Context: an optimization exercise on an open-source flow, tuned for small area, a short achievable clock period and few clock cycles per item. The choices shown serve that exercise and are no tape-out recipe. Power figures rest on the tool's default switching activity, not on a simulated workload.

==> trial 32 <==
Design tree_group_shrink_top, start of the top module:
module tree_group_shrink_top (
  input  wire logic        clk_i,
  input  wire logic        rst_ni,
  input  wire logic        start,
  output logic             busy,
  input  wire logic [99:0] in_word_i,
  input  wire logic        cfg_valid_i,
  output logic             cfg_ready_o,
  input  wire logic [6:0]  cfg_data_i,
  output logic             out_valid_o,
  output logic [40:0]      out_word_o
);
  localparam int K = 8;                  
  localparam int KW = 3;
  localparam bit SUM_FIRST = 1'b1;       
  localparam int NB = 2;                 
  localparam int CW = 3;                 
  localparam int NF = 3;                 
  localparam logic [1:0] E_IDLE = 2'd0, E_COMP = 2'd1, E_ERR = 2'd3;
  localparam logic [1:0] T_SUM = 2'd0, T_SCL = 2'd1, T_FIN = 2'd2;
  localparam logic [2:0] G_SUMW = 3'd0, G_SUMI = 3'd1, G_INB = 3'd2, G_QRDY = 3'd3,
                         G_DONE = 3'd4;
  localparam logic [1:0] M_SCL = 2'd0, M_ZERO = 2'd1, M_KEEP = 2'd2;
  logic        busy_q, rdy_q;
  logic        cv_q;
  logic [99:0] cw_q;
  logic [6:0]  len_q;
  logic        acc_cmd, acc_run;
  assign acc_cmd = start & ~busy_q;
  assign acc_run = acc_cmd & (in_word_i[99:98] == 2'd2);
  assign busy = busy_q;
  assign cfg_ready_o = rdy_q;
  always_ff @(posedge clk_i) cw_q <= in_word_i;
  logic [1:0]  c_op;
  logic [5:0]  c_eidx, c_slot;
  logic [31:0] c_eval;
  logic [7:0]  c_s, c_e;
  logic [30:0] c_w;
  logic [6:0]  c_cnt;
  assign c_op = cw_q[99:98];
  assign c_eidx = cw_q[97:92];
  assign c_eval = cw_q[91:60];
  assign c_slot = cw_q[59:54];
  assign c_s = cw_q[53:46];
  assign c_e = cw_q[45:38];
  assign c_w = cw_q[37:7];
  assign c_cnt = cw_q[6:0];
  logic cv_elem, cv_grp, cv_run;
  assign cv_elem = cv_q && c_op == 2'd0;
  assign cv_grp = cv_q && c_op == 2'd1;
  assign cv_run = cv_q && c_op == 2'd2;
  logic [31:0] vmem [64];
  logic [31:0] xmem [64];
  logic [43:0] tmem [64];    
  logic [63:0] ne_q;         
  logic        root0_q, broot0_q;
  logic [30:0] w0_q;
  logic        g_ne, g_bad;
  logic [5:0]  g_a, g_b;
  assign g_ne = $signed(c_s) <= $signed(c_e);
  assign g_bad = ($signed(c_s) < 8'sd1) || ($signed(c_e) > 8'sd64);
  assign g_a = c_s[5:0] - 6'd1;
  assign g_b = c_e[5:0] - 6'd1;
  always_ff @(posedge clk_i) begin
    if (cv_elem) vmem[c_eidx] <= c_eval;
    if (cv_grp) begin
      tmem[c_slot] <= {g_bad, g_a, g_b, c_w};
  ...
clock: 18.0 ns
lec_check: 0
cap_margin: 20
core_margin: 2
core_utilization: 45
cts_cluster_diameter: 180
cts_cluster_size: 16
place_density: 0.5
slew_margin: 20
standard.sh (not shown) runs the stock make flow with config.mk's settings and CLKGATE_MAP_FILE= SYNTH_SCRIPT=/design/flow/synth_recipe.tcl, a recipe that flattens the netlist after the stock synthesis.
==> flow/flow/run.sh <==
#!/bin/bash
# Layout flow: the standard flow (standard.sh: ORFS synthesis through finish, then the final
# DEF), with the timing repair steps asked to keep this much setup slack on the design's own
# clock, so that they keep working on paths well inside the clock period.
set -euo pipefail
export SETUP_SLACK_MARGIN=13.0
bash standard.sh > standard_flow.log 2>&1
==> inputs of build 43, as changes to trial 32 <==
--- a/flow/flow/run.sh
+++ b/flow/flow/run.sh
@@ -5,3 +5,3 @@
 set -euo pipefail
-export SETUP_SLACK_MARGIN=13.0
+export SETUP_SLACK_MARGIN=12.5
 bash standard.sh > standard_flow.log 2>&1
==> summary of the runs <==
Build 43 produced a clean layout. Trial 32 produced a layout that fails on capacitance limit, slew limit.
Sequential share of layout area: trial 32 is lower than build 43 (1.6 points).
Between trial 32 and build 43, the lower via count is in build 43 (gap about 1.6%, measured against build 43).
Against build 43, the cell area of trial 32 is larger by about 3%.
In synthesized cell count, build 43 and trial 32 do not differ.
Clock power is about the same in build 43 and trial 32.
In build 43 the maximum frequency is lower than in trial 32, by 1.7%.
Against trial 32, the critical path depth of build 43 is lower by 7.
==> figures <==
Run status: trial 32 failed layout checks; build 43 finished clean
Violated checks: trial 32 capacitance limit, slew limit; build 43 -
N_diodes: trial 32 330; build 43 370
Period minus WS final: trial 32 5.56 ns; build 43 5.66 ns
Max-slew violation count: trial 32 11; build 43 0
Power consumed by the clock network: trial 32 16.7 mW; build 43 16.5 mW
Slowest Stage Delay on Critical Path: trial 32 0.56 ns; build 43 0.78 ns
Proportion of power drawn by the clock network: trial 32 14.2%; build 43 14.4%
Total power: trial 32 117 mW; build 43 114 mW
Final hold slack: trial 32 0.247 ns; build 43 0.304 ns
Levels on crit path: trial 32 22; build 43 15
Clock latency (worst-skew pair): trial 32 1.31 ns; build 43 1.25 ns
RR Startpoint: trial 32 sum_q[39]$_DFFE_PP_; build 43 pend_q[35]$_DFFE_PN0P_
Combined buffer and inverter count along the critical path: trial 32 8; build 43 4
Clock-pin slew on the worst setup and hold paths: trial 32 0.09 ns; build 43 0.08 ns
Count of non-CTS inverters in the layout: trial 32 1800; build 43 1799
No functional check of the RTL was part of any run of this note.

[port drivers added, routing unchanged]
The results above use ideal ports. As a check the final layouts listed here were re-extracted and re-timed, cells and wires unchanged.
Step 1 sets driving cells, clkbuf_16 on the clock port and buf_2 on the other inputs (assumed; they add their load-dependent delay and slew).
Step 2, shift: input delay + t, output delay - t, t = (earliest + latest rising clock arrival at the registers) / 2. This alone moves slack from input paths to output paths.
Three values: ideal, step 1, step 2; two values: the first two.
| run | shift t [ns] | setup WS [ns] | hold slack, ns | worst setup path after step 2 | cell pins on the clock port's net |
|---|---|---|---|---|---|
| trial 32 | 1.385 | 12.441 / 12.319 / 12.082 | 0.247 / 0.247 / 0.247 | input, reset recovery | 1 |
| build 43 | 1.341 | 12.342 / 12.252 / 12.092 | 0.304 / 0.304 / 0.304 | input, reset recovery | 1 |
The setup slack of trial 32, which loses most, moves by -0.122 ns with the drivers and by -0.359 ns with both steps. The worst setup slack also covers recovery checks on asynchronous resets.
